What follows belongs to an exercise in optimizing a design on an open flow for small area and a short achievable clock period; a production flow would make more cautious choices.
RTL that was checked went through simulation tests only; none was proved equivalent to the original.
No functional check of the RTL was part of runs 3 to 8.
Power and IR drop assume default switching activity.

File: config.mk
export PLATFORM = sky130hd
export DESIGN_NAME = fixed_order_selector
export DESIGN_NICKNAME = fixed_order_selector
export VERILOG_FILES = /design/flow/design.v
export SDC_FILE = /design/flow/constraint.sdc
export NUM_CORES = 4
export LEC_CHECK = 0
export CAP_MARGIN = 20
export CORE_MARGIN = 2
export CORE_UTILIZATION = 60
export PLACE_DENSITY = 0.85
export SLEW_MARGIN = 60
File: constraint.sdc
create_clock -name core_clock -period 11.0 [get_ports {iClock}]
set_input_delay 2.2000 -clock core_clock [delete_from_list [all_inputs] [get_ports {iClock}]]
set_output_delay 2.2000 -clock core_clock [all_outputs]
set_load 0.01 [all_outputs]
File: design.v
module fixed_order_selector #(
  parameter int  SAMPLE_W   = 16,
  parameter int  BLOCK_SIZE = 4096,
  parameter int  MAX_ORDER  = 4,
  localparam int RES_W      = SAMPLE_W + MAX_ORDER,
  localparam int IDX_W      = $clog2(BLOCK_SIZE),
  localparam int SUM_W      = RES_W + IDX_W
) (
  input  logic                       iClock,
  input  logic                       iReset_n,
  input  logic                       iEnable,
  input  logic signed [SAMPLE_W-1:0] iSample,
  output logic [2:0]                 oBest,
  output logic [SUM_W-1:0]           oBestSum,
  output logic                       oValid,
  output logic                       oBlockStart
);
  localparam int W0 = SAMPLE_W;
  localparam int W1 = SAMPLE_W + 1;
  localparam int W2 = SAMPLE_W + 2;
  localparam int W3 = SAMPLE_W + 3;
  localparam int W4 = SAMPLE_W + 4;
  localparam int A0 = SAMPLE_W + IDX_W;        
  localparam int AK = SAMPLE_W + IDX_W - 1;    
  localparam int BW = SAMPLE_W + IDX_W;        
  logic [IDX_W-1:0] idx_r;    
  logic             bsn_r;    
  logic             en_r;     
  logic             f0;       
  logic             g1;       
  logic             last0;    
  logic [W0-1:0]    x_r;
  always_ff @(posedge iClock or negedge iReset_n) begin
    if (!iReset_n) begin
      idx_r <= '0;
      bsn_r <= 1'b0;
      en_r  <= 1'b0;
      last0 <= 1'b0;
    end else begin
      en_r  <= iEnable;
      last0 <= iEnable & (&idx_r);
      if (iEnable) begin
        idx_r <= idx_r + 1'b1;
        bsn_r <= !(&idx_r);
      end
    end
  end
  always_ff @(posedge iClock) begin
    x_r <= iSample & {W0{iEnable}};
    f0  <= iEnable & (idx_r == '0);
    g1  <= iEnable & (idx_r != '0);
  end
  assign oBlockStart = !bsn_r;
  logic t2_0, t3_0, t4_0, t5_0;
  assign t2_0 = !(idx_r == 12'd1 || idx_r == 12'd2);
  assign t3_0 = t2_0 && idx_r != 12'd3;
  assign t4_0 = t3_0 && idx_r != 12'd4;
  assign t5_0 = t4_0 && idx_r != 12'd5;
  logic [W1-1:0] d1;
  logic [W2-1:0] d2;
  logic [W3-1:0] d3;
  logic [W4-1:0] d4;
  logic [W0-1:0] p0;
  logic [W1-1:0] p1;
  logic [W2-1:0] p2;
  logic [W3-1:0] p3;
  logic          v1, v2, v3;
  logic          f1, f2, f3, f4;
  logic          g2, g3, g4;
  logic          t3_1, t4_1, t5_1, t4_2, t5_2, t5_3;
  logic [W1-1:0] n1;
  logic [W2-1:0] n2;
  logic [W3-1:0] n3;
  logic [W4-1:0] n4;
  skl_add #(W1) u_n1 (.a({x_r[W0-1], x_r}), .b(~{p0[W0-1], p0}), .ci(1'b1), .s(n1), .co());
  skl_add #(W2) u_n2 (.a({d1[W1-1], d1}),   .b(~{p1[W1-1], p1}), .ci(1'b1), .s(n2), .co());
  skl_add #(W3) u_n3 (.a({d2[W2-1], d2}),   .b(~{p2[W2-1], p2}), .ci(1'b1), .s(n3), .co());
  skl_add #(W4) u_n4 (.a({d3[W3-1], d3}),   .b(~{p3[W3-1], p3}), .ci(1'b1), .s(n4), .co());
  always_ff @(posedge iClock) begin
    v1 <= en_r;
    v2 <= v1;
    v3 <= v2;
    f1 <= g1 & !t2_0;
    g2 <= g1 &  t2_0;
    t3_1 <= t3_0;
    t4_1 <= t4_0;
    t5_1 <= t5_0;
    f2 <= g2 & !t3_1;
    g3 <= g2 &  t3_1;
    t4_2 <= t4_1;
    t5_2 <= t5_1;
    f3 <= g3 & !t4_2;
    g4 <= g3 &  t4_2;
    t5_3 <= t5_2;
    f4 <= g4 & !t5_3;
    d1 <= n1 & {W1{g1}};
    d2 <= n2 & {W2{g2}};
    d3 <= n3 & {W3{g3}};
    d4 <= n4 & {W4{g4}};
    if (en_r) p0 <= x_r;
    if (v1)   p1 <= d1;
    if (v2)   p2 <= d2;
    if (v3)   p3 <= d3;
  end
  logic [W0-2:0] lo0;  logic [A0-W0:0] hi0;  logic c0;
  logic [W1-2:0] lo1;  logic [AK-W1:0] hi1;  logic c1;  logic big1;
  logic [W2-2:0] lo2;  logic [AK-W2:0] hi2;  logic c2;  logic big2;
  logic [W3-2:0] lo3;  logic [AK-W3:0] hi3;  logic c3;  logic big3;
  logic [W4-2:0] lo4;  logic [AK-W4:0] hi4;  logic c4;  logic big4;
  logic [W0-2:0] sl0;  logic sc0;
  logic [W1-2:0] sl1;  logic sc1;
  logic [W2-2:0] sl2;  logic sc2;
  logic [W3-2:0] sl3;  logic sc3;
  logic [W4-2:0] sl4;  logic sc4;
  skl_add #(W0-1) u_a0 (.a(lo0 & {(W0-1){!f0}}), .b(x_r[W0-2:0] ^ {(W0-1){x_r[W0-1]}}), .ci(x_r[W0-1]), .s(sl0), .co(sc0));
  skl_add #(W1-1) u_a1 (.a(lo1 & {(W1-1){!f1}}), .b(d1[W1-2:0] ^ {(W1-1){d1[W1-1]}}),   .ci(d1[W1-1]),  .s(sl1), .co(sc1));
  skl_add #(W2-1) u_a2 (.a(lo2 & {(W2-1){!f2}}), .b(d2[W2-2:0] ^ {(W2-1){d2[W2-1]}}),   .ci(d2[W2-1]),  .s(sl2), .co(sc2));
  logic [W3-2:0] m3;
  logic [W4-2:0] m4;
  logic          k3a, k3b, k4a, k4b, k4c;
  logic          q3a, q3b, q4a, q4b, q4c;
  assign m3 = lo3 & {(W3-1){!f3}};
  assign m4 = lo4 & {(W4-1){!f4}};
  rca #(6) u_a3a (.a(m3[5:0]),   .b(d3[5:0]   ^ {6{d3[W3-1]}}), .ci(d3[W3-1]),  .s(sl3[5:0]),   .co(q3a));
  rca #(6) u_a3b (.a(m3[11:6]),  .b(d3[11:6]  ^ {6{d3[W3-1]}}), .ci(k3a & !f3), .s(sl3[11:6]),  .co(q3b));
  rca #(6) u_a3c (.a(m3[17:12]), .b(d3[17:12] ^ {6{d3[W3-1]}}), .ci(k3b & !f3), .s(sl3[17:12]), .co(sc3));
  rca #(5) u_a4a (.a(m4[4:0]),   .b(d4[4:0]   ^ {5{d4[W4-1]}}), .ci(d4[W4-1]),  .s(sl4[4:0]),   .co(q4a));
  rca #(5) u_a4b (.a(m4[9:5]),   .b(d4[9:5]   ^ {5{d4[W4-1]}}), .ci(k4a & !f4), .s(sl4[9:5]),   .co(q4b));
  rca #(5) u_a4c (.a(m4[14:10]), .b(d4[14:10] ^ {5{d4[W4-1]}}), .ci(k4b & !f4), .s(sl4[14:10]), .co(q4c));
  rca #(4) u_a4d (.a(m4[18:15]), .b(d4[18:15] ^ {4{d4[W4-1]}}), .ci(k4c & !f4), .s(sl4[18:15]), .co(sc4));
  always_ff @(posedge iClock) begin
    {c0, lo0} <= {sc0, sl0};
    {c1, lo1} <= {sc1, sl1};
    {c2, lo2} <= {sc2, sl2};
    {c3, lo3} <= {sc3, sl3};
    {c4, lo4} <= {sc4, sl4};
    k3a <= q3a;
    k3b <= q3b;
    k4a <= q4a;
    k4b <= q4b;
    k4c <= q4c;
    hi0 <= f0 ? '0 : hi0 + c0;
    {big1, hi1} <= f1 ? '0 : {big1, hi1} + c1 | {big1, {(AK-W1+1){1'b0}}};
    {big2, hi2} <= f2 ? '0 : {big2, hi2} + c2 | {big2, {(AK-W2+1){1'b0}}};
    {big3, hi3} <= f3 ? '0 : {big3, hi3} + c3 | {big3, {(AK-W3+1){1'b0}}};
    {big4, hi4} <= f4 ? '0 : {big4, hi4} + c4 | {big4, {(AK-W4+1){1'b0}}};
  end
  localparam int BL = 16;                  
  localparam int BH = BW - BL;             
  logic [8:0]    ph;      
  logic [BW-1:0] best;
  logic [2:0]    best_i;
  logic [BW-1:0] cand;
  logic          big;     
  logic          lt_lo;   
  logic          s1, s2, s3, s4;    
  always_ff @(posedge iClock or negedge iReset_n) begin
    if (!iReset_n) begin
      ph     <= '0;
      s1     <= 1'b0;
      s2     <= 1'b0;
      s3     <= 1'b0;
      s4     <= 1'b0;
      oValid <= 1'b0;
    end else begin
      ph     <= {ph[7:0], last0};
      s1     <= ph[0] | ph[1];
      s2     <= ph[2] | ph[3];
      s3     <= ph[4] | ph[5];
      s4     <= ph[6] | ph[7];
      oValid <= ph[8];
    end
  end
  always_comb begin
    cand = ({BW{s1}} & {1'b0, hi1, lo1})
         | ({BW{s2}} & {1'b0, hi2, lo2})
         | ({BW{s3}} & {1'b0, hi3, lo3})
         | ({BW{s4}} & {1'b0, hi4, lo4});
    big  = (s1 & big1) | (s2 & big2) | (s3 & big3) | (s4 & big4);
  end
  logic ge_lo;
  skl_add #(BL) u_cmp_lo (.a(cand[BL-1:0]), .b(~best[BL-1:0]), .ci(1'b1), .s(), .co(ge_lo));
  always_ff @(posedge iClock) begin
    lt_lo <= !ge_lo;
  end
  logic ge;
  skl_add #(BH) u_cmp_hi (.a(cand[BW-1:BL]), .b(~best[BW-1:BL]), .ci(!lt_lo), .s(), .co(ge));
  logic take;
  assign take = (ph[2] | ph[4] | ph[6] | ph[8]) & !big & !ge;
  logic          keep;
  logic [BW-1:0] best_nx;
  logic [2:0]    best_i_nx;
  assign keep = !(ph[0] | take);
  always_comb begin
    best_nx   = ({BW{ph[0]}} & {hi0 + c0, lo0})
              | ({BW{take}}  & cand)
              | ({BW{keep}}  & best);
    best_i_nx = ({3{take}} & {ph[8], ph[4] | ph[6], ph[2] | ph[6]})
              | ({3{keep}} & best_i);
  end
  always_ff @(posedge iClock) begin
    best   <= best_nx;
    best_i <= best_i_nx;
  end
  assign oBest    = best_i;
  assign oBestSum = {{(SUM_W-BW){1'b0}}, best};
endmodule
module skl_add #(
  parameter int N = 16
) (
  input  logic [N-1:0] a,
  input  logic [N-1:0] b,
  input  logic         ci,
  output logic [N-1:0] s,
  output logic         co
);
  localparam int L = $clog2(N + 1);
  logic [N:0] g [0:L];
  logic [N:0] p [0:L];
  always_comb begin
    g[0][0] = ci;
    p[0][0] = 1'b0;
    for (int i = 0; i < N; i++) begin
      g[0][i+1] = a[i] & b[i];
      p[0][i+1] = a[i] ^ b[i];
    end
    for (int l = 0; l < L; l++) begin
      for (int i = 0; i <= N; i++) begin
        if (((i >> l) & 1) == 1) begin
          g[l+1][i] = g[l][i] | (p[l][i] & g[l][((i >> l) << l) - 1]);
          p[l+1][i] = p[l][i] & p[l][((i >> l) << l) - 1];
        end else begin
          g[l+1][i] = g[l][i];
          p[l+1][i] = p[l][i];
        end
      end
    end
    for (int i = 0; i < N; i++) begin
      s[i] = p[0][i+1] ^ g[L][i];
    end
    co = g[L][N];
  end
endmodule
module rca #(
  parameter int N = 8
) (
  input  logic [N-1:0] a,
  input  logic [N-1:0] b,
  input  logic         ci,
  output logic [N-1:0] s,
  output logic         co
);
  logic [N:0] c;
  always_comb begin
    c[0] = ci;
    for (int i = 0; i < N; i++) begin
      s[i]   = a[i] ^ b[i] ^ c[i];
      c[i+1] = (a[i] & b[i]) | (a[i] & c[i]) | (b[i] & c[i]);
    end
    co = c[N];
  end
endmodule
File: flow/run.sh
#!/bin/bash
set -euo pipefail
export BUFFER_PORTS_ARGS="-buffer_cell sky130_fd_sc_hd__buf_4"
export CTS_ARGS="-sink_clustering_enable -repair_clock_nets -sink_clustering_size 24 -sink_clustering_max_diameter 45 -buf_list sky130_fd_sc_hd__clkbuf_8 -root_buf sky130_fd_sc_hd__clkbuf_16 -dont_use_dummy_load"
bash standard.sh > standard.log 2>&1
File: standard.sh
#!/bin/bash
# synth_recipe.tcl (not shown) runs the flow's synth.tcl, then flattens the netlist and writes it again
# the make line also repeats each setting of config.mk as NAME=value (left out here)
make -C /OpenROAD-flow-scripts/flow DESIGN_CONFIG=/design/flow/config.mk WORK_HOME=/design/flow/orfs CLKGATE_MAP_FILE= SYNTH_SCRIPT=/design/flow/synth_recipe.tcl "${@:-finish}"
==> results.txt, run 1 <==
status=complete, no violations; Worst-Skew Late Latency=520 ps; Die ar.=33790 um2; gpl congestion=0.9226; Final Hold Fails=0; register area share after synthesis=44.50%; Buf/Inv on CP=1; Ant. Diodes=0; number of I/O port buffers=51; dpl cell area=20120 um2; DR WL/cell=17.47 um; synth unique cells=57; via count=13.00k; Inst Count DP=2275; hpwl dp=31010 um; drt via density=5.613; CTS Buffer Depth=3; Max VDD drop=0.1515 mV; crit-path leading delay family=flip-flops; area grow syn2layout=6.972%; routed wire length=40470 um; commonest non-fill, non-tap cells in the layout=dfxtp_1 (273), inv_1 (200), ha_1 (153), nor2b_1 (118), xor2_1 (108); RSZ-0062 raised after global routing=false; die height=183.8 um; Worst Tran Pin Value=532.2 ps; filler-free cell count of the finished design=2316; Hold Crit Class=flop to flop; Hold Path Cell Cnt=0; Fmax achieved=307.1 MHz; Crit path required time=8800 ps; commonest non-fill, non-tap cell in the layout=dfxtp_1; max-slew violations=0; Seq cells post-synth=389; CTS Hold Bufs=0; largest net degree at the start of global routing=58; Setup Skew=71.23 ps; first-pass GRT wire length=65960 um; postcts setup bufs=0; final hold slack=311.7 ps; Syn Std Cell Area=19400 um2; fin util=65.43%; drc violations=0; Min-Delay Endpoint=t5_3; Final #Nets=2150; Post-Route Setup TNS=0 ps; Setup CP Type=flop to primary output; 1st-pass router iterations=5; # resized after CTS=0; launch point of the worst reg-to-reg path=d1[16]; Sink Count=389; Synth Instances=1881; Setup violations, final=0; syn avg cell area=10.31 um2; Design Area, Final=20750 um2; initial antenna violation count=0; die width=183.8 um; Pleak=9.611 nW; fillers=2384; period utilization=29.60%; CP Max Fanout=4; Power Dens Cells=258.8 nW/um2; asr flop ratio synth=7.455%; Post-synth EDFFs=70; slowest CP cell=dfxtp_1; critical path's largest stage delay=410 ps; reg2reg end=lo1[15]; Max-slew headroom=64.52%; # IOs=56; worst reg2reg path depth=11; Final min period=3256 ps; crit path launch type=flop; worst reg-to-reg setup slack=7760 ps; crit-path cells=buf_4; CTS buffer count=40; TritonCTS clock tree=yes; maxcap violations=0; Main synth FF type=dfxtp_1; gr usage total=24.66%; number of placement rows=65; gr ovfl total=0; Hold Path Origin=t5_2; Yosys warning total=25; vias in the first global route=13.05k; clock slew at reported path FFs=110 ps; DRT iter0 DRCs=857; Crit. End Element=primary output; CORE AREA=31720 um2; initial core utilization=61.16%; Max H-tree Level=2; Critical Path AT=1060 ps; layout cells sized above 1=6.635%; Root Buffer=clkbuf_16; Detail Route Antenna Nets=0
cells by family (layout without fill, tap and decap cells):
kind of cell | Yosys count | in the layout | synth area share, %
muxes | 5 | 5 | 0.2644
buffers and inverters | 265 | 295 | 5.205
and+or+nand+nor | 520 | 520 | 14.47
DFF | 389 | 389 | 44.50
AOI/OAI and AO/OA | 283 | 283 | 10.11
xor gates and xnor gates | 203 | 203 | 9.165
adders and majority gates | 215 | 215 | 16.27
other | 1 | 4 | 0.01933
state kept, by name, indices dropped and copies added, names as in the netlist, 15 cells and up:
name / flops
best: 28
d1: 17
d2: 18
d3: 19
d4: 20
lo0: 15
lo1: 16
lo2: 17
lo3: 18
lo4: 19
p0: 16
p1: 17
p2: 18
p3: 19
x_r: 16
per-stage QoR:
| stage | power, mW | worst slack, ps |
|---|---|---|
| floorplan | 3.957 | 7705 |
| global placement | 4.395 | 7512 |
| detailed placement | 4.558 | 7605 |
| CTS | 5.383 | 7723 |
| global route | 5.827 | 7483 |
| finish | 5.370 | 7744 |
cell usage after synthesis (5+ instances only):
library cell / n / share of area [%]
nand2b_1: 47 / 1.5
and3_1: 14 / 0.45
dfrtp_1: 29 / 3.7
a21oi_1: 67 / 1.7
or3_1: 8 / 0.26
dfxtp_1: 290 / 30
o21ai_0: 39 / 1.0
nor2b_1: 118 / 3.8
xor2_1: 108 / 4.9
inv_1: 200 / 3.9
edfxtp_1: 70 / 11
o21a_1: 22 / 0.85
nand2_1: 72 / 1.4
a211o_1: 5 / 0.23
ha_1: 153 / 9.9
a211oi_1: 5 / 0.19
or2_2: 6 / 0.19
clkbuf_1: 55 / 1.1
nor3_1: 37 / 0.95
buf_1: 6 / 0.12
and2_1: 71 / 2.3
fa_1: 62 / 6.4
xnor2_1: 95 / 4.3
a22oi_1: 56 / 2.2
a21o_1: 17 / 0.66
and4_1: 6 / 0.27
nand3_1: 38 / 0.98
nand4_1: 14 / 0.45
nor2_1: 79 / 1.5
a221o_1: 28 / 1.4
o21bai_1: 5 / 0.19
per-layer routing:
metal | global-route usage (%) | part of all wire [%] | vias to the layer above
met4 | 9.536 | 3.6 | 0
met2 | 42.42 | 49 | 332
met5 | 0 | 0 | -
met1 | 31.68 | 43 | 6243
met3 | 3.229 | 4.9 | 103
li1 | - | - | 6321
report_power, final:
part	internal (mW)	switching (mW)	total, mW
Combinational	1.05	1.17	2.22
Clock	0.367	0.448	0.814
Sequential	1.93	0.408	2.34
final cells by class:
cell class | count | area [um2] | share of cell area (%)
Clock buffer | 40 | 606.8 | 2.924
Timing Repair Buffer | 55 | 451.7 | 2.177
Tap cell | 402 | 503.0 | 2.424
Inverter | 200 | 750.7 | 3.618
Sequential cell | 389 | 8663 | 41.75
Multi-Input combinational cell | 1230 | 9777 | 47.11
how the worst max path moves through the flow:
stage	start	end	slack [ps]	cells after the start
6_report	best[27]	oBestSum[27]	7740	1
5_1_grt	d1[16]	lo1[15]	7480	11
4_1_cts	f1	lo1[15]	7720	12
3_5_place_dp	iEnable	idx_r[8]	7610	5
3_3_place_gp	f1	lo1[15]	7510	12
2_1_floorplan	d3[18]	lo3[11]	7710	10
==> run 2, diff against run 1 <==
--- a/config.mk
+++ b/config.mk
@@ -9,4 +9,4 @@
 export CORE_MARGIN = 2
-export CORE_UTILIZATION = 60
-export PLACE_DENSITY = 0.85
+export CORE_UTILIZATION = 45
+export PLACE_DENSITY = 0.75
 export SLEW_MARGIN = 60
==> results.txt, run 2 <==
status=complete, no violations; Critical Path AT=1110 ps; Fmax achieved=302.0 MHz; Pleak=9.588 nW; Root Buffer=clkbuf_16; layout cells sized above 1=6.384%; Setup Skew=71.41 ps; Largest register FFs=28; Detail Route Antenna Nets=0; Setup violations, final=0; asr flop ratio synth=7.455%; Crit. End Element=primary output; Sink Count=389; main area contributors after synthesis=dfxtp_1 (30%), edfxtp_1 (11%), ha_1 (9.9%), fa_1 (6.4%), xor2_1 (4.9%); reg2reg end=lo1[15]; Post-Route Setup TNS=0 ps; syn avg cell area=10.31 um2; Inst Count DP=2418; gpl congestion=0.8827; DRT iter0 DRCs=837; drc violations=0; total power=5.354 mW; Worst-Skew Late Latency=510 ps; via count=12.94k; commonest non-fill, non-tap cell in the layout=dfxtp_1; critical path's largest stage delay=430 ps; number of placement rows=76; slowest CP cell=dfxtp_1; dpl cell area=20280 um2; Hold Path Cell Cnt=0; number of I/O port buffers=51; maxcap violations=0; Top reg by flops=best; max-slew violations=0; final hold slack=349.5 ps; Synth Instances=1881; top cells by count, synth=dfxtp_1 (290), inv_1 (200), ha_1 (153), nor2b_1 (118), xor2_1 (108); drt via density=5.264; Seq cells post-synth=389; 1st-pass router iterations=6; Worst Tran Pin Value=555.7 ps; die height=211.6 um; CP Max Fanout=2; CORE AREA=42790 um2; Main synth FF type=dfxtp_1; Final #Nets=2147; Final Hold Fails=0; post-synth top area cell=dfxtp_1; CTS Buffer Depth=3; initial core utilization=45.34%; period utilization=30.10%; # resized after CTS=0; hpwl dp=31160 um; Post-synth EDFFs=70; Hold Path Origin=t4_1; crit-path leading delay family=flip-flops; routed wire length=40600 um; Min-Delay Endpoint=t4_2; Max H-tree Level=2; RSZ-0062 raised after global routing=false; Top Registers=best (28), d4 (20); DR WL/cell=16.52 um; share of the synthesized area in the top cell type=29.93%; # IOs=56; crit-path cells=buf_4; largest net degree at the start of global routing=58; Crit path required time=8800 ps; most frequent cell after synthesis=dfxtp_1; CTS buffer count=39; Max-slew headroom=62.95%; gr usage total=18.43%; area grow syn2layout=7.655%; worst reg2reg path depth=12; commonest non-fill, non-tap cells in the layout=dfxtp_1 (274), inv_1 (200), ha_1 (153), nor2b_1 (118), xor2_1 (108); CTS Hold Bufs=0; Hold Crit Class=flop to flop; initial antenna violation count=1; Setup CP Type=flop to primary output; filler-free cell count of the finished design=2458; clock slew at reported path FFs=100 ps; gr ovfl total=0; register area share after synthesis=44.50%; launch point of the worst reg-to-reg path=f1; synth unique cells=57; fillers=3828; Design Area, Final=20890 um2; crit path launch type=flop; postcts setup bufs=0; Max VDD drop=0.1112 mV; die width=211.6 um; worst reg-to-reg setup slack=7760 ps; Final min period=3312 ps; Buf/Inv on CP=1; Die ar.=44790 um2; first-pass GRT wire length=65030 um; Syn Std Cell Area=19400 um2; Power Dens Cells=256.3 nW/um2; vias in the first global route=12.67k; TritonCTS clock tree=yes; Yosys warning total=25
==> run 2: layout make-up <==
cell class	instances	area [um2]	area share, %
flip-flops and latches	389	8662	41.48
repair buffers	53	421.7	2.019
clock buffers	39	593.1	2.840
inverters	200	750.7	3.595
diodes	1	2.502	0.01198
multi-input cells	1230	9772	46.79
well taps	546	683.2	3.271
==> run 2: kinds of logic (layout without fill, tap and decap cells) <==
family,after synthesis,count (layout),share of synthesized area [%]
fa+ha+maj,215,215,16.27
other cells,1,5,0.01933
buf+inv,265,292,5.205
xor+xnor,203,203,9.165
simple gates,520,520,14.47
flops,389,389,44.50
compound gates,283,283,10.11
mux,5,5,0.2644
==> run 2: through the flow <==
stage | utilization [%] | worst slack [ps]
6_report | 48.81 | 7688
4_1_cts | 48.78 | 7673
5_1_grt | 48.80 | 7466
3_5_place_dp | 47.40 | 7600
3_3_place_gp | 47.27 | 7466
2_1_floorplan | - | 7705
==> run 2: worst max-delay path by stage <==
stage              from           end  slack [ps]  cells past startpoint
2_1_floorplan    d3[18]       lo3[11]        7710                     10
3_3_place_gp         f1       lo1[15]        7470                     12
3_5_place_dp    iEnable      idx_r[8]        7600                      5
4_1_cts        best[19]  oBestSum[19]        7670                      1
5_1_grt              f1       lo1[15]        7470                     12
6_report       best[19]  oBestSum[19]        7690                      1
==> run 2: report_power, final <==
| group | switching (mW) | internal, mW | leakage, nW | total [mW] |
|---|---|---|---|---|
| clock | 0.456 | 0.358 | 0.306 | 0.814 |
| combinational | 1.15 | 1.04 | 5.78 | 2.19 |
| sequential | 0.416 | 1.93 | 3.50 | 2.35 |
| total | 2.02 | 3.33 | 9.59 | 5.35 |
==> run 2: routing by layer <==
metal / vias up / part of all wire (%) / wire length, um / GRT usage [%]
met2: 319 / 48 / 19350 / 30.80
met5: - / 0 / 0 / 0
met3: 78 / 5.4 / 2181 / 2.744
met1: 6228 / 43 / 17660 / 24.19
li1: 6313 / - / - / -
met4: 0 / 3.5 / 1414 / 7.042
==> run 3, diff against run 2 <==
--- a/design.v
+++ b/design.v
@@ -180,11 +180,10 @@
   end
-  logic ge_lo;
-  skl_add #(BL) u_cmp_lo (.a(cand[BL-1:0]), .b(~best[BL-1:0]), .ci(1'b1), .s(), .co(ge_lo));
-  always_ff @(posedge iClock) begin
-    lt_lo <= !ge_lo;
-  end
-  logic ge;
-  skl_add #(BH) u_cmp_hi (.a(cand[BW-1:BL]), .b(~best[BW-1:BL]), .ci(!lt_lo), .s(), .co(ge));
+  logic c_lo, lt_lo_n, lt;
+  skl_add #(BL) u_cmp_lo (.a(best[BL-1:0]), .b(~cand[BL-1:0]), .ci(1'b0), .s(), .co(c_lo));
+  always_ff @(posedge iClock) begin
+    lt_lo <= c_lo;
+  end
+  skl_add #(BH) u_cmp_hi (.a(best[BW-1:BL]), .b(~cand[BW-1:BL]), .ci(lt_lo), .s(), .co(lt));
   logic take;
-  assign take = (ph[2] | ph[4] | ph[6] | ph[8]) & !big & !ge;
+  assign take = (ph[2] | ph[4] | ph[6] | ph[8]) & !big & lt;
   logic          keep;
--- a/config.mk
+++ b/config.mk
@@ -9,4 +9,3 @@
 export CORE_MARGIN = 2
-export CORE_UTILIZATION = 45
-export PLACE_DENSITY = 0.75
+export CORE_UTILIZATION = 60
 export SLEW_MARGIN = 60
==> results.txt, run 3 <==
vias in the first global route=12.30k; Crit. End Element=flop; initial core utilization=61.09%; max-slew violations=0; CORE AREA=31720 um2; DRT iter0 DRCs=853; gr ovfl total=0; Die ar.=33750 um2; CTS Buffer Depth=3; drc violations=0; Top Registers=best (28), d4 (20); Main synth FF type=dfxtp_1; initial antenna violation count=0; fillers=2578; Clock power frac=14.7%; Worst-Skew Late Latency=550 ps; Max VDD drop=0.1741 mV; Final Hold Fails=0; dpl cell area=20110 um2; Power Dens Cells=286.7 nW/um2; share of the synthesized area in the top cell type=29.96%; final hold slack=339.0 ps; RSZ-0062 raised after global routing=false; Yosys warning total=25; fin util=65.62%; die width=183.7 um; Hold Path Cell Cnt=0; dpl ws=7378 ps; combinational share of power=43.8%; DR WL/cell=18.03 um; Post-synth EDFFs=70; Crit path required time=11420 ps; Fmax achieved=272.1 MHz; CTS Hold Bufs=0; Final #Nets=2141; TritonCTS clock tree=yes; gpl congestion=0.8485; Switch Pwr=2.333 mW; Syn Std Cell Area=19380 um2; post-synth top area cell=dfxtp_1; main area contributors after synthesis=dfxtp_1 (30%), edfxtp_1 (11%), ha_1 (9.9%), fa_1 (6.4%), xor2_1 (4.9%); first-pass GRT wire length=65580 um; area grow syn2layout=7.413%; CP Max Fanout=37; gr usage total=25.12%; top cells by count, synth=dfxtp_1 (290), inv_1 (171), ha_1 (153), nor2_1 (116), xor2_1 (108); cell-internal power=3.635 mW; Ant. Diodes=0; commonest non-fill, non-tap cell in the layout=dfxtp_1; number of placement rows=65; 1st-pass router iterations=5; syn avg cell area=10.44 um2; drt via density=5.562; worst reg2reg path depth=11; worst setup margin=7325 ps; postcts setup bufs=0; status=complete, no violations; via count=12.83k; Detail Route Antenna Nets=0; Synth Instances=1856; # resized after CTS=0; commonest non-fill, non-tap cells in the layout=dfxtp_1 (276), inv_1 (170), ha_1 (153), nor2_1 (116), xor2_1 (108); # IOs=56; maxcap violations=0; layout cells sized above 1=8.451%; Largest register FFs=28; register share of total power=41.5%; clock slew at reported path FFs=110 ps; CTS buffer count=45; Seq cells post-synth=389; crit path launch type=flop; largest net degree at the start of global routing=38; most frequent cell after synthesis=dfxtp_1; Max-slew headroom=61.82%; register area share after synthesis=44.55%; Design Area, Final=20810 um2; Worst Tran Pin Value=572.8 ps; Pleak=9.385 nW; Setup Skew=62.67 ps; CP most frequent cell=a21o_1; Final min period=3675 ps; Setup violations, final=0; number of I/O port buffers=51; Top reg by flops=best; Sw Share=39.09%; Critical Path AT=4090 ps; Max H-tree Level=2; slowest CP cell=dfrtp_2; Hold Crit Class=flop to flop; die height=183.7 um; Setup CP Type=flop to flop; hpwl dp=31720 um; asr flop ratio synth=7.455%; crit-path cells=a22o_1 -> a221oi_1 -> ha_1 -> a21o_1 -> a21o_1 -> a211oi_2 -> o211ai_1 -> nand3_1 -> buf_4 -> o21ai_0 -> a31o_2; routed wire length=41600 um; Post-Route Setup TNS=0 ps; Sink Count=389; synth unique cells=77; period utilization=33.41%; critical path's largest stage delay=610 ps; Root Buffer=clkbuf_16
==> run 3: cell types whose count changed in the layout (fill, tap and decap cells not counted), moves of 25 or more <==
cell     change
a22oi_1     -54
nor2_1      +37
inv_1       -30
a221o_1     -27
a22o_1      +27
nor2b_1     -25
==> run 3: logic make-up after synthesis <==
| kind of cell | count (synthesis) | share of synthesized area, % |
|---|---|---|
| and+or+nand+nor | 493 | 13.39 |
| DFF | 389 | 44.55 |
| xor gates and xnor gates | 194 | 8.769 |
| adders and majority gates | 215 | 16.28 |
| AOI/OAI and AO/OA | 322 | 11.87 |
| buffers and inverters | 234 | 4.694 |
| other | 1 | 0.01935 |
| muxes | 8 | 0.4133 |
==> run 3: critical path, delay by kind of cell, from the launching register on <==
| kind | cells | cell delay, ps |
|---|---|---|
| flip-flops | 1 | 610 |
| AND/OR/NAND/NOR | 1 | 420 |
| buffers and inverters | 1 | 410 |
| AO/OA/AOI/OAI | 8 | 1760 |
| adder cells (fa/ha/maj) | 1 | 320 |
==> run 3: metal layers <==
layer  share of wire [%]  GRT usage, %
met1                  46         34.17
met2                  48         41.90
met3                 4.0         3.387
met4                 2.3         7.712
met5                   0             0
==> run 3: worst paths after layout <==
kind,startpoint,end,slack [ps]
setup reg to reg,s1,best[1],7320
setup / recovery,s1,best[1],7320
max in group asynchronous,iReset_n,s2,9040
hold reg to reg,t4_1,t4_2,340
min in group asynchronous,iReset_n,idx_r[8],1590
hold / removal,t4_1,t4_2,340
==> run 3: area by class of cell <==
type                            instances  area, um2  area share, %
Timing Repair Buffer                   63      444.2          2.134
Tap cell                              402      503.0          2.417
Inverter                              172      645.6          3.102
Clock buffer                           45      675.6          3.246
Multi-Input combinational cell       1236       9872          47.43
Sequential cell                       389       8673          41.67
==> run 3: power groups by stage <==
stage / combinational [mW] / sequential (mW) / clock (mW)
2_1_floorplan: 2.20 / 2.22 / 0
3_3_place_gp: 2.51 / 2.50 / 0
3_5_place_dp: 2.61 / 2.50 / 0
4_1_cts: 2.63 / 2.48 / 0.906
5_1_grt: 2.99 / 2.53 / 0.955
6_report: 2.62 / 2.48 / 0.876
==> run 3: per-stage QoR <==
stage / std cells / total power [mW]
final: 2307 / 5.968
after detailed placement: 2261 / 5.112
after floorplan: 1859 / 4.412
after CTS: 2306 / 6.014
after global placement: 2252 / 5.010
after global routing: 2307 / 6.479
==> run 4, diff against run 3 <==
==> flow/run.sh (replaced) <==
#!/bin/bash
set -euo pipefail
export BUFFER_PORTS_ARGS="-buffer_cell sky130_fd_sc_hd__buf_4"
export CTS_ARGS="-sink_clustering_enable -repair_clock_nets -sink_clustering_size 50 -sink_clustering_max_diameter 80 -buf_list sky130_fd_sc_hd__clkbuf_16 -root_buf sky130_fd_sc_hd__clkbuf_16 -dont_use_dummy_load"
bash standard.sh > standard.log 2>&1
==> results.txt, run 4 <==
CORE AREA=31720 um2; Syn Std Cell Area=19380 um2; Setup CP Type=flop to flop; # resized after CTS=0; top cells by count, synth=dfxtp_1 (290), inv_1 (171), ha_1 (153), nor2_1 (116), xor2_1 (108); asr flop ratio synth=7.455%; largest net degree at the start of global routing=38; max-slew violations=0; Final Hold Fails=0; Hold Crit Class=flop to flop; layout cells sized above 1=7.135%; Final #Nets=2114; final hold slack=336.1 ps; maxcap violations=0; Compound-Gate Fraction of Synth Area=11.87%; Max-slew headroom=62.22%; post-synthesis share of cell area spent on xor and xnor gates=8.769%; register area share after synthesis=44.55%; Sink Count=389; gpl congestion=0.8485; dpl cell area=20110 um2; Post-Route Setup TNS=0 ps; die width=183.7 um; CP Max Fanout=37; share of the synthesized area in the top cell type=29.96%; mux cell area share after synthesis=0.4132%; Main synth FF type=dfxtp_1; RSZ-0062 raised after global routing=false; Synth Instances=1856; Setup Skew=31.52 ps; fin util=64.91%; total power=5.807 mW; syn avg cell area=10.44 um2; CTS Buffer Depth=3; die height=183.7 um; vias in the first global route=12.07k; most frequent cell after synthesis=dfxtp_1; status=complete, no violations; number of I/O port buffers=51; postcts setup bufs=0; period utilization=33.29%; Worst Tran Pin Value=566.7 ps; routed wire length=40940 um; initial core utilization=61.09%; fillers=2603; hpwl dp=31720 um; TritonCTS clock tree=yes; CTS Hold Bufs=0; Power Dens Cells=282.1 nW/um2; commonest non-fill, non-tap cells in the layout=dfxtp_1 (276), inv_1 (170), ha_1 (153), nor2_1 (116), xor2_1 (108); main combinational cell family by area after synthesis=adder cells; initial antenna violation count=0; area grow syn2layout=6.250%; Largest register FFs=28; Root Buffer=clkbuf_16; drc violations=0; Die ar.=33750 um2; Fmax achieved=273.1 MHz; post-synth top area cell=dfxtp_1; Worst-Skew Late Latency=530 ps; gr usage total=24.51%; CTS buffer count=18; Crit. End Element=flop; Seq cells post-synth=389; Crit path required time=11430 ps; 1st-pass router iterations=5; Pleak=9.257 nW; synth unique cells=77; DRT iter0 DRCs=765; Max VDD drop=0.1795 mV; first-pass GRT wire length=64560 um; Post-synth EDFFs=70; # IOs=56; Detail Route Antenna Nets=0; Max H-tree Level=1; via count=12.62k; post-synthesis simple-gate area fraction=13.39%; Setup violations, final=0; Ant. Diodes=0; Yosys warning total=25; drt via density=5.535; commonest non-fill, non-tap cell in the layout=dfxtp_1; DR WL/cell=17.96 um; crit path launch type=flop; main area contributors after synthesis=dfxtp_1 (30%), edfxtp_1 (11%), ha_1 (9.9%), fa_1 (6.4%), xor2_1 (4.9%); Critical Path AT=4090 ps; Adder-Cell Fraction of Synth Area=16.28%; gr ovfl total=0; Final min period=3662 ps; Top reg by flops=best; clock slew at reported path FFs=100 ps; Top Registers=best (28), d4 (20); number of placement rows=65; Design Area, Final=20590 um2
-- run 4: cell counts after synthesis --
Identical to the previous run, type by type.
-- run 4: worst paths after layout --
| check | startpoint | to | slack, ps | cells after the start |
|---|---|---|---|---|
| min in group asynchronous | iReset_n | idx_r[7] | 1610 | 1 |
| max in group asynchronous | iReset_n | en_r | 9060 | 1 |
| min | t4_1 | t4_2 | 340 | 0 |
| max reg2reg | s1 | best[1] | 7340 | 11 |
| max | s1 | best[1] | 7340 | 11 |
| min reg2reg | t4_1 | t4_2 | 340 | 0 |
-- run 4: kinds of logic after synthesis --
group,count (synthesis)
simple gates,493
flops,389
compound gates,322
buf+inv,234
fa+ha+maj,215
xor+xnor,194
mux,8
other cells,1
-- run 4: per-stage QoR --
step                worst slack (ps)  instances
floorplan                       7701       1859
global placement                7286       2252
detailed placement              7378       2261
CTS                             7357       2279
global route                    7082       2280
finish                          7339       2280
-- run 4: worst max-delay path, stage by stage (launching register included) --
cell and delay (ps):
dfrtp_2 610, a22o_1 320, a221oi_1 280, ha_1 320, a21o_1 160, a21o_1 180
a211oi_2 240, o211ai_1 200, nand3_1 430, buf_4 420, o21ai_0 150, a31o_2 230
-- run 4: cell type report --
type                    instances  area (um2)  share of cell area, %
clock buffers                  18       450.4                  2.188
inverters                     172       645.6                  3.136
multi-input cells            1236        9872                  47.95
flip-flops and latches        389        8673                  42.13
well taps                     402       503.0                  2.443
repair buffers                 63       444.2                  2.157
-- run 4: where the power goes --
group / internal (mW) / switching, mW / total [mW]
logic: 1.25 / 1.37 / 2.61
clock network: 0.295 / 0.425 / 0.720
registers: 1.98 / 0.492 / 2.47
total: 3.52 / 2.29 / 5.81
-- run 4: metal layers --
metal / part of all wire [%] / vias up / global-route usage [%] / wire [um]
met4: 2.3 / 0 / 5.376 / 923
met2: 48 / 181 / 41.80 / 19710
met5: 0 / - / 0 / 0
li1: - / 6299 / - / -
met1: 47 / 6096 / 34.26 / 19070
met3: 3.0 / 43 / 2.001 / 1238
==> run 5, diff against run 4 <==
--- a/design.v
+++ b/design.v
@@ -174,7 +174,11 @@
   always_comb begin
-    cand = ({BW{s1}} & {1'b0, hi1, lo1})
-         | ({BW{s2}} & {1'b0, hi2, lo2})
-         | ({BW{s3}} & {1'b0, hi3, lo3})
-         | ({BW{s4}} & {1'b0, hi4, lo4});
-    big  = (s1 & big1) | (s2 & big2) | (s3 & big3) | (s4 & big4);
+    cand[BL-1:0]  = ({BL{s1}} & lo1[BL-1:0])
+                  | ({BL{s2}} & lo2[BL-1:0])
+                  | ({BL{s3}} & lo3[BL-1:0])
+                  | ({BL{s4}} & lo4[BL-1:0]);
+    cand[BW-1:BL] = ({BH{ph[2]}} & {1'b0, hi1})
+                  | ({BH{ph[4]}} & {1'b0, hi2, lo2[W2-2:BL]})
+                  | ({BH{ph[6]}} & {1'b0, hi3, lo3[W3-2:BL]})
+                  | ({BH{ph[8]}} & {1'b0, hi4, lo4[W4-2:BL]});
+    big  = (ph[2] & big1) | (ph[4] & big2) | (ph[6] & big3) | (ph[8] & big4);
   end
==> flow/run.sh (replaced) <==
#!/bin/bash
set -euo pipefail
export BUFFER_PORTS_ARGS="-buffer_cell sky130_fd_sc_hd__buf_4"
export CTS_ARGS="-sink_clustering_enable -repair_clock_nets -sink_clustering_size 24 -sink_clustering_max_diameter 45 -buf_list sky130_fd_sc_hd__clkbuf_8 -root_buf sky130_fd_sc_hd__clkbuf_16 -dont_use_dummy_load"
bash standard.sh > standard.log 2>&1
==> results.txt, run 5 <==
Sink Count=389; Max VDD drop=0.1590 mV; main combinational cell family by area after synthesis=adder cells; Post-synth EDFFs=70; post-synth top area cell=dfxtp_1; Max H-tree Level=2; CTS Buffer Depth=3; Root Buffer=clkbuf_16; TritonCTS clock tree=yes; main area contributors after synthesis=dfxtp_1 (30%), edfxtp_1 (11%), ha_1 (9.8%), fa_1 (6.4%), xor2_1 (4.9%); crit path launch type=flop; Post-Route Setup TNS=0 ps; hpwl dp=31990 um; maxcap violations=0; register area share after synthesis=44.36%; mux cell area share after synthesis=0.3600%; postcts setup bufs=0; syn avg cell area=10.33 um2; most frequent cell after synthesis=dfxtp_1; Power Dens Cells=283.2 nW/um2; Syn Std Cell Area=19460 um2; Top reg by flops=best; number of placement rows=65; drc violations=0; Setup CP Type=flop to flop; layout cells sized above 1=6.947%; area grow syn2layout=7.077%; CTS Hold Bufs=0; DRT iter0 DRCs=739; Synth Instances=1884; post-synthesis share of cell area spent on xor and xnor gates=8.730%; CORE AREA=31720 um2; DR WL/cell=18.01 um; Crit. End Element=flop; gr ovfl total=0; Crit path required time=11440 ps; Ant. Diodes=0; die width=184.1 um; max-slew violations=0; Setup Skew=68.70 ps; Compound-Gate Fraction of Synth Area=11.30%; Setup violations, final=0; Seq cells post-synth=389; slowest CP cell=dfrtp_1; vias in the first global route=12.83k; Largest register FFs=28; Max-slew headroom=60.82%; crit-path cells=a22oi_1 -> nand2_1 -> inv_1 -> ha_1 -> a21o_1 -> a211o_1 -> a2111oi_2 -> o21a_4 -> nor2_4 -> nor2_2 -> a221o_1; # resized after CTS=0; 1st-pass router iterations=7; top cells by count, synth=dfxtp_1 (290), inv_1 (176), ha_1 (153), nor2_1 (113), xor2_1 (110); status=complete, no violations; Pleak=9.296 nW; Worst Tran Pin Value=587.8 ps; Final min period=3450 ps; M3 GR Usage=3.813%; Die ar.=33900 um2; CTS buffer count=43; Yosys warning total=25; CP Max Fanout=38; via count=12.91k; final hold slack=307.4 ps; post-synthesis simple-gate area fraction=14.16%; die height=184.1 um; # IOs=56; share of the synthesized area in the top cell type=29.83%; number of I/O port buffers=51; Fmax achieved=289.8 MHz; met1 Use GR=35.70%; Top Registers=best (28), d4 (20); commonest non-fill, non-tap cell in the layout=dfxtp_1; GR met2 Demand/Resource=41.84%; total power=5.902 mW; Final #Nets=2165; Adder-Cell Fraction of Synth Area=16.21%; critical path's largest stage delay=720 ps; largest net degree at the start of global routing=43; Detail Route Antenna Nets=0; synth unique cells=72; period utilization=31.37%; initial core utilization=61.36%; Final Hold Fails=0; routed wire length=41970 um; Worst-Skew Late Latency=540 ps; Main synth FF type=dfxtp_1; RSZ-0062 raised after global routing=false; gpl congestion=0.8433; initial antenna violation count=0; asr flop ratio synth=7.455%; global route hottest layer=met2; commonest non-fill, non-tap cells in the layout=dfxtp_1 (275), inv_1 (176), ha_1 (153), nor2_1 (113), xor2_1 (110); drt via density=5.538; gr usage total=25.75%; Hold Crit Class=flop to flop; first-pass GRT wire length=67480 um; Critical Path AT=3890 ps; clock slew at reported path FFs=100 ps
-- run 5: path summary, 6_finish.rpt --
check | startpoint | to | slack [ps] | depth (start not counted)
worst max-delay path | ph[6] | best[17] | 7550 | 11
worst min-delay path | t5_2 | t5_3 | 310 | 0
worst max register to register | ph[6] | best[17] | 7550 | 11
worst min register to register | t5_2 | t5_3 | 310 | 0
max in group asynchronous | iReset_n | en_r | 9030 | 1
min in group asynchronous | iReset_n | ph[1] | 1590 | 1
-- run 5: per-stage QoR --
stage	area, um2	setup slack, ps	utilization (%)	std cells
after floorplan	19470	7523	-	1887
after global placement	20090	7354	63.35	2276
after detailed placement	20160	7461	63.56	2287
after CTS	20810	7431	65.60	2330
after global routing	20840	7351	65.71	2331
final	20840	7550	65.71	2331
-- run 5: routing by layer --
| layer | wire length (um) | part of all wire (%) |
|---|---|---|
| met3 | 1751 | 4.2 |
| met4 | 1129 | 2.7 |
| met5 | 0 | 0 |
| met1 | 19740 | 47 |
| met2 | 19360 | 46 |
-- run 5: report_power, final --
part / leakage [nW] / total, mW / internal (mW) / switching [mW]
logic: 5.46 / 2.58 / 1.23 / 1.35
clock network: 0.335 / 0.858 / 0.390 / 0.468
registers: 3.50 / 2.47 / 1.98 / 0.490
-- run 5: critical path, delay by kind of cell (launching register included) --
kind | cells | cell delay [ps]
compound gates | 6 | 1670
simple gates | 3 | 620
flops | 1 | 720
buf+inv | 1 | 50
fa+ha+maj | 1 | 290
-- run 5: kinds of logic after synthesis --
logic type               Yosys count
adder cells (fa/ha/maj)          215
AND/OR/NAND/NOR                  519
multiplexers                       7
other                              1
XOR/XNOR                         194
buffers and inverters            243
flip-flops                       389
AO/OA/AOI/OAI                    316
-- run 5: cell type report --
| cell class | count | area, um2 |
|---|---|---|
| Clock buffer | 43 | 648.1 |
| Fill cell | 2594 | 10880 |
| Inverter | 177 | 664.4 |
| Multi-Input combinational cell | 1255 | 9912 |
| Sequential cell | 389 | 8671 |
| Tap cell | 402 | 503.0 |
| Timing Repair Buffer | 65 | 442.9 |
==> run 6, diff against run 5 <==
--- a/config.mk
+++ b/config.mk
@@ -10,2 +10,2 @@
 export CORE_UTILIZATION = 60
-export SLEW_MARGIN = 60
+export SLEW_MARGIN = 70
==> results.txt, run 6 <==
status=complete, no violations; Final min period=3320 ps; slowest CP cell=dfxtp_1; Sink Count=389; Ant. Diodes=0; CTS buffer count=42; Setup violations, final=0; largest net degree at the start of global routing=43; DRT iter0 DRCs=761; Fmax achieved=301.2 MHz; Buf/Inv on CP=1; hpwl dp=32050 um; register share of total power=42.0%; area grow syn2layout=7.734%; Clock power frac=14.3%; # resized after CTS=0; Yosys warning total=25; syn avg cell area=10.33 um2; Max VDD drop=0.1728 mV; crit path launch type=flop; die height=184.1 um; via count=12.81k; gr ovfl total=0; crit-path leading delay family=flip-flops; fillers=2560; share of the synthesized area in the top cell type=29.83%; Detail Route Antenna Nets=0; period utilization=30.18%; Largest register FFs=28; initial core utilization=61.36%; Root Buffer=clkbuf_16; crit-path cells=buf_4; Top Registers=best (28), d4 (20); Max H-tree Level=2; Hold Crit Class=flop to flop; initial antenna violation count=0; cell-internal power=3.593 mW; drt via density=5.520; Post-Route Setup TNS=0 ps; commonest non-fill, non-tap cell in the layout=dfxtp_1; Seq cells post-synth=389; Synth Instances=1884; Sw Share=39.20%; register area share after synthesis=44.36%; asr flop ratio synth=7.455%; synth unique cells=72; main area contributors after synthesis=dfxtp_1 (30%), edfxtp_1 (11%), ha_1 (9.8%), fa_1 (6.4%), xor2_1 (4.9%); Syn Std Cell Area=19460 um2; most frequent cell after synthesis=dfxtp_1; commonest non-fill, non-tap cells in the layout=dfxtp_1 (275), inv_1 (175), ha_1 (153), nor2_1 (113), xor2_1 (110); first-pass GRT wire length=66880 um; Setup CP Type=flop to primary output; Crit. End Element=primary output; layout cells sized above 1=8.338%; Worst-Skew Late Latency=520 ps; CTS Hold Bufs=0; number of placement rows=65; Top reg by flops=best; gr usage total=25.38%; post-synth top area cell=dfxtp_1; number of I/O port buffers=51; CP Max Fanout=3; Critical Path AT=1120 ps; Pleak=9.325 nW; Switch Pwr=2.317 mW; maxcap violations=0; fin util=66.11%; Main synth FF type=dfxtp_1; RSZ-0062 raised after global routing=false; drc violations=0; die width=184.1 um; Power Dens Cells=281.9 nW/um2; gpl congestion=0.8433; Die ar.=33900 um2; DR WL/cell=18.01 um; vias in the first global route=12.56k; Setup Skew=59.59 ps; Post-synth EDFFs=70; CORE AREA=31720 um2; clock slew at reported path FFs=110 ps; Final Hold Fails=0; routed wire length=41810 um; 1st-pass router iterations=6; # IOs=56; postcts setup bufs=0; critical path's largest stage delay=450 ps; top cells by count, synth=dfxtp_1 (290), inv_1 (176), ha_1 (153), nor2_1 (113), xor2_1 (110); CTS Buffer Depth=3; max-slew violations=0; TritonCTS clock tree=yes; combinational share of power=43.7%; Final #Nets=2155; Crit path required time=8800 ps; total power=5.910 mW
run 6: layout make-up:
type | count | area, um2 | area share (%)
clock buffer | 42 | 634.4 | 3.025
multi-input combinational | 1255 | 10040 | 47.86
inverter | 177 | 665.6 | 3.174
sequential | 389 | 8706 | 41.52
tap | 402 | 503.0 | 2.399
timing repair buffer | 56 | 424.2 | 2.023
run 6: power groups by stage:
stage          Clock [mW]  Sequential (mW)  Combinational [mW]
6_report            0.846             2.48                2.58
5_1_grt             0.923             2.54                2.98
3_3_place_gp            0             2.48                2.48
3_5_place_dp            0             2.51                2.58
4_1_cts             0.873             2.48                2.60
2_1_floorplan           0             2.21                2.14
run 6: kinds of logic after synthesis:
logic type | share of synthesized area, %
XOR/XNOR | 8.730
AO/OA/AOI/OAI | 11.30
adder cells (fa/ha/maj) | 16.21
buffers and inverters | 4.866
multiplexers | 0.3600
AND/OR/NAND/NOR | 14.16
other | 0.01927
flip-flops | 44.36
run 6: worst register-to-register path, delay by kind of cell (launching register included):
kind                       cells  cell delay, ps
AOI/OAI and AO/OA              5            1120
DFF                            1             530
and+or+nand+nor                2             480
buffers and inverters          2             730
adders and majority gates      1             260
run 6: layer usage:
| metal | vias to the layer above | global-route usage (%) | wire [um] | share of wire, % |
|---|---|---|---|---|
| met3 | 62 | 3.576 | 1956 | 4.7 |
| met5 | - | 0 | 0 | 0 |
| met4 | 0 | 6.560 | 999 | 2.4 |
| met1 | 6047 | 35.72 | 19640 | 47 |
| met2 | 268 | 41.39 | 19210 | 46 |
| li1 | 6434 | - | - | - |
run 6: path summary, 6_finish.rpt:
kind	end	from	depth (start not counted)	slack, ps
max	oBestSum[3]	best[3]	1	7680
min	t5_3	t5_2	0	290
max reg2reg	best[17]	ph[2]	10	7790
min reg2reg	t5_3	t5_2	0	290
max in group asynchronous	s3	iReset_n	1	9160
min in group asynchronous	ph[1]	iReset_n	1	1550
run 6: per-stage QoR:
step,setup slack (ps),hold WS (ps),cells,cell area (um2)
2_1_floorplan,7523,309.6,1887,19470
3_3_place_gp,7354,314.4,2276,20090
3_5_place_dp,7698,315.0,2278,20300
4_1_cts,7654,302.0,2320,20940
5_1_grt,7586,301.4,2321,20970
6_report,7680,292.3,2321,20970
==> run 7, diff against run 6 <==
--- a/config.mk
+++ b/config.mk
@@ -9,3 +9,3 @@
 export CORE_MARGIN = 2
-export CORE_UTILIZATION = 60
+export CORE_UTILIZATION = 70
 export SLEW_MARGIN = 70
==> results.txt, run 7 <==
slowest CP cell=dfxtp_1; worst reg-to-reg setup slack=7730 ps; Top Registers=best (28), d4 (20); Root Buffer=clkbuf_16; post-synth top area cell=dfxtp_1; Final Hold Fails=0; Top reg by flops=best; asr flop ratio synth=7.455%; share of the synthesized area in the top cell type=29.83%; die width=170.8 um; die height=170.8 um; Hold Path Cell Cnt=0; Fmax achieved=299.0 MHz; status=complete, no violations; commonest non-fill, non-tap cell in the layout=dfxtp_1; vias in the first global route=12.78k; CORE AREA=27550 um2; Hold Crit Class=flop to flop; Yosys warning total=25; CP Max Fanout=3; top cells by count, synth=dfxtp_1 (290), inv_1 (176), ha_1 (153), nor2_1 (113), xor2_1 (110); Crit. End Element=primary output; Seq cells post-synth=389; Final #Nets=2157; Die ar.=29160 um2; area grow syn2layout=7.611%; Setup violations, final=0; 1st-pass router iterations=6; Sink Count=389; Crit path required time=8800 ps; Hold Path Origin=t4_1; launch point of the worst reg-to-reg path=ph[6]; reg2reg end=best[19]; crit path launch type=flop; crit-path leading delay family=flip-flops; DRT iter0 DRCs=792; # resized after CTS=0; crit-path cells=buf_4; Max H-tree Level=2; initial core utilization=70.64%; Syn Std Cell Area=19460 um2; postcts setup bufs=0; via count=13.09k; Power Dens Cells=282.5 nW/um2; Min-Delay Endpoint=t4_2; critical path's largest stage delay=460 ps; most frequent cell after synthesis=dfxtp_1; Largest register FFs=28; drc violations=0; Ant. Diodes=0; initial antenna violation count=0; period utilization=30.41%; CTS Buffer Depth=3; main area contributors after synthesis=dfxtp_1 (30%), edfxtp_1 (11%), ha_1 (9.8%), fa_1 (6.4%), xor2_1 (4.9%); hpwl dp=31550 um; Buf/Inv on CP=1; CTS Hold Bufs=0; TritonCTS clock tree=yes; Critical Path AT=1140 ps; register area share after synthesis=44.36%; Setup CP Type=flop to primary output; Post-synth EDFFs=70; first-pass GRT wire length=65520 um; gpl congestion=0.8937; Worst-Skew Late Latency=520 ps; drt via density=5.694; routed wire length=41410 um; gr ovfl total=0; Pleak=9.325 nW; # IOs=56; Post-Route Setup TNS=0 ps; Max VDD drop=0.1912 mV; clock slew at reported path FFs=110 ps; fillers=1938; layout cells sized above 1=8.277%; gr usage total=28.80%; Detail Route Antenna Nets=0; RSZ-0062 raised after global routing=false; synth unique cells=72; Final min period=3345 ps; Setup Skew=55.40 ps; commonest non-fill, non-tap cells in the layout=dfxtp_1 (275), inv_1 (175), ha_1 (153), nor2_1 (113), xor2_1 (110); Synth Instances=1884; CTS buffer count=42; DR WL/cell=18.01 um; syn avg cell area=10.33 um2; worst reg2reg path depth=11; max-slew violations=0; number of placement rows=61; largest net degree at the start of global routing=43; maxcap violations=0; Main synth FF type=dfxtp_1; total power=5.916 mW; number of I/O port buffers=51
[run 7: cell counts after synthesis]
Identical to the previous run, type by type.
[run 7: per-stage QoR]
| stage | setup WS [ps] | hold slack, ps | instances | utilization [%] | cell area [um2] |
|---|---|---|---|---|---|
| finish | 7655 | 340.6 | 2299 | 76.02 | 20950 |
| global route | 7517 | 346.2 | 2299 | 76.02 | 20950 |
| CTS | 7645 | 343.1 | 2298 | 75.83 | 20890 |
| detailed placement | 7736 | 313.6 | 2256 | 73.53 | 20260 |
| global placement | 7392 | 315.1 | 2252 | 72.82 | 20060 |
| floorplan | 7523 | 309.6 | 1887 | - | 19470 |
[run 7: metal layers]
layer / global-route usage (%) / vias to the layer above / part of all wire [%]
met1: 39.36 / 6255 / 45
li1: - / 6432 / -
met4: 10.85 / 0 / 3.4
met3: 3.747 / 86 / 4.8
met2: 47.09 / 318 / 47
met5: 0 / - / 0
[run 7: layout make-up]
cell class,count,area [um2],share of cell area [%]
multi-input cells,1255,10030,47.90
flip-flops and latches,389,8706,41.57
inverters,177,665.6,3.178
clock buffers,42,634.4,3.029
well taps,378,473.0,2.258
repair buffers,58,432.9,2.067
[run 7: logic make-up after synthesis]
family / count (synthesis) / synth area share [%]
mux: 7 / 0.3600
compound gates: 316 / 11.30
simple gates: 519 / 14.16
flops: 389 / 44.36
other cells: 1 / 0.01927
buf+inv: 243 / 4.866
xor+xnor: 194 / 8.730
fa+ha+maj: 215 / 16.21
[run 7: worst max path at each step]
stage	startpoint	end	slack [ps]	depth (start not counted)
global placement	f2	lo2[15]	7390	12
CTS	best[3]	oBestSum[3]	7640	1
detailed placement	ph[2]	best[19]	7740	11
finish	best[3]	oBestSum[3]	7660	1
floorplan	d1[16]	lo1[15]	7520	12
global route	ph[6]	best[19]	7520	11
[run 7: power breakdown]
part	internal [mW]	leakage, nW	switching, mW
combinational	1.23	5.50	1.37
sequential	1.98	3.49	0.498
clock	0.382	0.328	0.458
==> run 8, diff against run 7 <==
==> flow/run.sh (replaced) <==
#!/bin/bash
set -euo pipefail
export BUFFER_PORTS_ARGS="-buffer_cell sky130_fd_sc_hd__buf_4"
export CTS_ARGS="-sink_clustering_enable -repair_clock_nets -sink_clustering_size 24 -sink_clustering_max_diameter 45 -sink_clustering_levels 1 -buf_list sky130_fd_sc_hd__clkbuf_8 -root_buf sky130_fd_sc_hd__clkbuf_16 -dont_use_dummy_load"
bash standard.sh > standard.log 2>&1
--- a/config.mk
+++ b/config.mk
@@ -9,3 +9,3 @@
 export CORE_MARGIN = 2
-export CORE_UTILIZATION = 70
+export CORE_UTILIZATION = 60
 export SLEW_MARGIN = 70
==> results.txt, run 8 <==
Ant. Diodes=0; asr flop ratio synth=7.455%; Final #Nets=2155; Main synth FF type=dfxtp_1; vias in the first global route=12.56k; cell-internal power=3.593 mW; Die ar.=33900 um2; post-synthesis share of cell area spent on xor and xnor gates=8.730%; Adder-Cell Fraction of Synth Area=16.21%; via count=12.81k; Hold Crit Class=flop to flop; Switch Pwr=2.317 mW; share of the synthesized area in the top cell type=29.83%; largest net degree at the start of global routing=43; CTS Buffer Depth=3; Pleak=9.325 nW; Setup Skew=59.59 ps; number of placement rows=65; Setup violations, final=0; Top reg by flops=best; syn avg cell area=10.33 um2; layout cells sized above 1=8.338%; status=complete, no violations; Max H-tree Level=2; slowest CP cell=dfxtp_1; # IOs=56; Compound-Gate Fraction of Synth Area=11.30%; maxcap violations=0; number of I/O port buffers=51; RSZ-0062 raised after global routing=false; CP Max Fanout=3; top cells by count, synth=dfxtp_1 (290), inv_1 (176), ha_1 (153), nor2_1 (113), xor2_1 (110); Sw Share=39.20%; DR WL/cell=18.01 um; critical path's largest stage delay=450 ps; Buf/Inv on CP=1; routed wire length=41810 um; Post-Route Setup TNS=0 ps; main combinational cell family by area after synthesis=adder cells; crit-path leading delay family=flip-flops; post-synth top area cell=dfxtp_1; initial antenna violation count=0; Final Hold Fails=0; Fmax achieved=301.2 MHz; Crit path required time=8800 ps; Final min period=3320 ps; Syn Std Cell Area=19460 um2; postcts setup bufs=0; gr ovfl total=0; DRT iter0 DRCs=761; hpwl dp=32050 um; area grow syn2layout=7.734%; # resized after CTS=0; combinational share of power=43.7%; gr usage total=25.38%; crit-path cells=buf_4; most frequent cell after synthesis=dfxtp_1; Yosys warning total=25; clock slew at reported path FFs=110 ps; Power Dens Cells=281.9 nW/um2; drc violations=0; die height=184.1 um; max-slew violations=0; CTS Hold Bufs=0; CORE AREA=31720 um2; Root Buffer=clkbuf_16; synth unique cells=72; Clock power frac=14.3%; drt via density=5.520; mux cell area share after synthesis=0.3600%; register area share after synthesis=44.36%; first-pass GRT wire length=66880 um; main area contributors after synthesis=dfxtp_1 (30%), edfxtp_1 (11%), ha_1 (9.8%), fa_1 (6.4%), xor2_1 (4.9%); post-synthesis simple-gate area fraction=14.16%; Synth Instances=1884; register share of total power=42.0%; gpl congestion=0.8433; Largest register FFs=28; period utilization=30.18%; Critical Path AT=1120 ps; Crit. End Element=primary output; 1st-pass router iterations=6; Seq cells post-synth=389; Sink Count=389; die width=184.1 um; fin util=66.11%; CTS buffer count=42; TritonCTS clock tree=yes; commonest non-fill, non-tap cells in the layout=dfxtp_1 (275), inv_1 (175), ha_1 (153), nor2_1 (113), xor2_1 (110); Setup CP Type=flop to primary output; Worst-Skew Late Latency=520 ps; Post-synth EDFFs=70; Max VDD drop=0.1728 mV; Detail Route Antenna Nets=0; initial core utilization=61.36%; commonest non-fill, non-tap cell in the layout=dfxtp_1; crit path launch type=flop; Top Registers=best (28), d4 (20)
[run 8: kinds of logic after synthesis]
group,count (synthesis)
flip-flops,389
AND/OR/NAND/NOR,519
multiplexers,7
AO/OA/AOI/OAI,316
other,1
XOR/XNOR,194
adder cells (fa/ha/maj),215
buffers and inverters,243
[run 8: power by group through the flow]
stage	combinational (mW)	clock (mW)	sequential [mW]
after floorplan	2.14	0	2.21
final	2.58	0.846	2.48
after global routing	2.98	0.923	2.54
after detailed placement	2.58	0	2.51
after global placement	2.48	0	2.48
after CTS	2.60	0.873	2.48
[run 8: layout make-up]
type	count	area [um2]
clock buffer	42	634.4
fill	2560	10750
inverter	177	665.6
multi-input combinational	1255	10040
sequential	389	8706
tap	402	503.0
timing repair buffer	56	424.2
[run 8: stage by stage]
stage | hold WS (ps) | worst slack [ps] | power [mW] | instances | cell area (um2)
5_1_grt | 301.4 | 7586 | 6.444 | 2321 | 20970
4_1_cts | 302.0 | 7654 | 5.955 | 2320 | 20940
2_1_floorplan | 309.6 | 7523 | 4.357 | 1887 | 19470
6_report | 292.3 | 7680 | 5.910 | 2321 | 20970
3_3_place_gp | 314.4 | 7354 | 4.960 | 2276 | 20090
3_5_place_dp | 315.0 | 7698 | 5.082 | 2278 | 20300
[run 8: per-layer routing]
layer	GRT usage [%]	vias up	wire (um)
met5	0	-	0
met4	6.560	0	999
met3	3.576	62	1956
met2	41.39	268	19210
met1	35.72	6047	19640
li1	-	6434	-
[run 8: path summary, 6_finish.rpt]
path / from / end / slack [ps] / cells past startpoint
max in group asynchronous: iReset_n / s3 / 9160 / 1
min reg2reg: t5_2 / t5_3 / 290 / 0
max: best[3] / oBestSum[3] / 7680 / 1
min: t5_2 / t5_3 / 290 / 0
min in group asynchronous: iReset_n / ph[1] / 1550 / 1
max reg2reg: ph[2] / best[17] / 7790 / 10

afterwards: timing with drivers on the ports:
No port has a modelled driver above. Below, the same layouts with a new extraction and two added sets of constraints.
Step 1 sets driving cells, clkbuf_16 on the clock port and buf_2 on the other inputs (assumed; they add their load-dependent delay and slew).
Step 2, shift: input delay + t, output delay - t, t = (earliest + latest rising clock arrival at the registers) / 2. This alone moves slack from input paths to output paths.
Slacks: ideal / step 1 / step 2; pairs: ideal / step 1.
| run | shift t [ns] | slack for setup (ns) | clock arrival spread, ns | worst register clock-pin slew, ns | cell pins on the clock port's net |
|---|---|---|---|---|---|
| run 1 | 0.541 | 7.744 / 7.692 / 7.594 | 0.072 / 0.071 | 0.11 / 0.11 | 1 |
| run 2 | 0.541 | 7.688 / 7.633 / 7.622 | 0.085 / 0.085 | 0.10 / 0.10 | 1 |
| run 3 | 0.567 | 7.325 / 7.325 / 7.325 | 0.063 / 0.063 | 0.11 / 0.11 | 1 |
| run 4 | 0.572 | 7.338 / 7.338 / 7.338 | 0.033 / 0.033 | 0.11 / 0.11 | 1 |
| run 5 | 0.560 | 7.550 / 7.550 / 7.550 | 0.070 / 0.069 | 0.10 / 0.10 | 1 |
| run 6 | 0.547 | 7.680 / 7.625 / 7.699 | 0.064 / 0.064 | 0.11 / 0.11 | 1 |
| run 7 | 0.547 | 7.655 / 7.603 / 7.732 | 0.058 / 0.058 | 0.11 / 0.11 | 1 |
| run 8 | 0.547 | 7.680 / 7.625 / 7.699 | 0.064 / 0.064 | 0.11 / 0.11 | 1 |
After both steps every run listed still meets setup and hold. For run 1, which loses most, drivers alone change the setup slack by -0.052 ns; drivers and shift together by -0.150 ns.
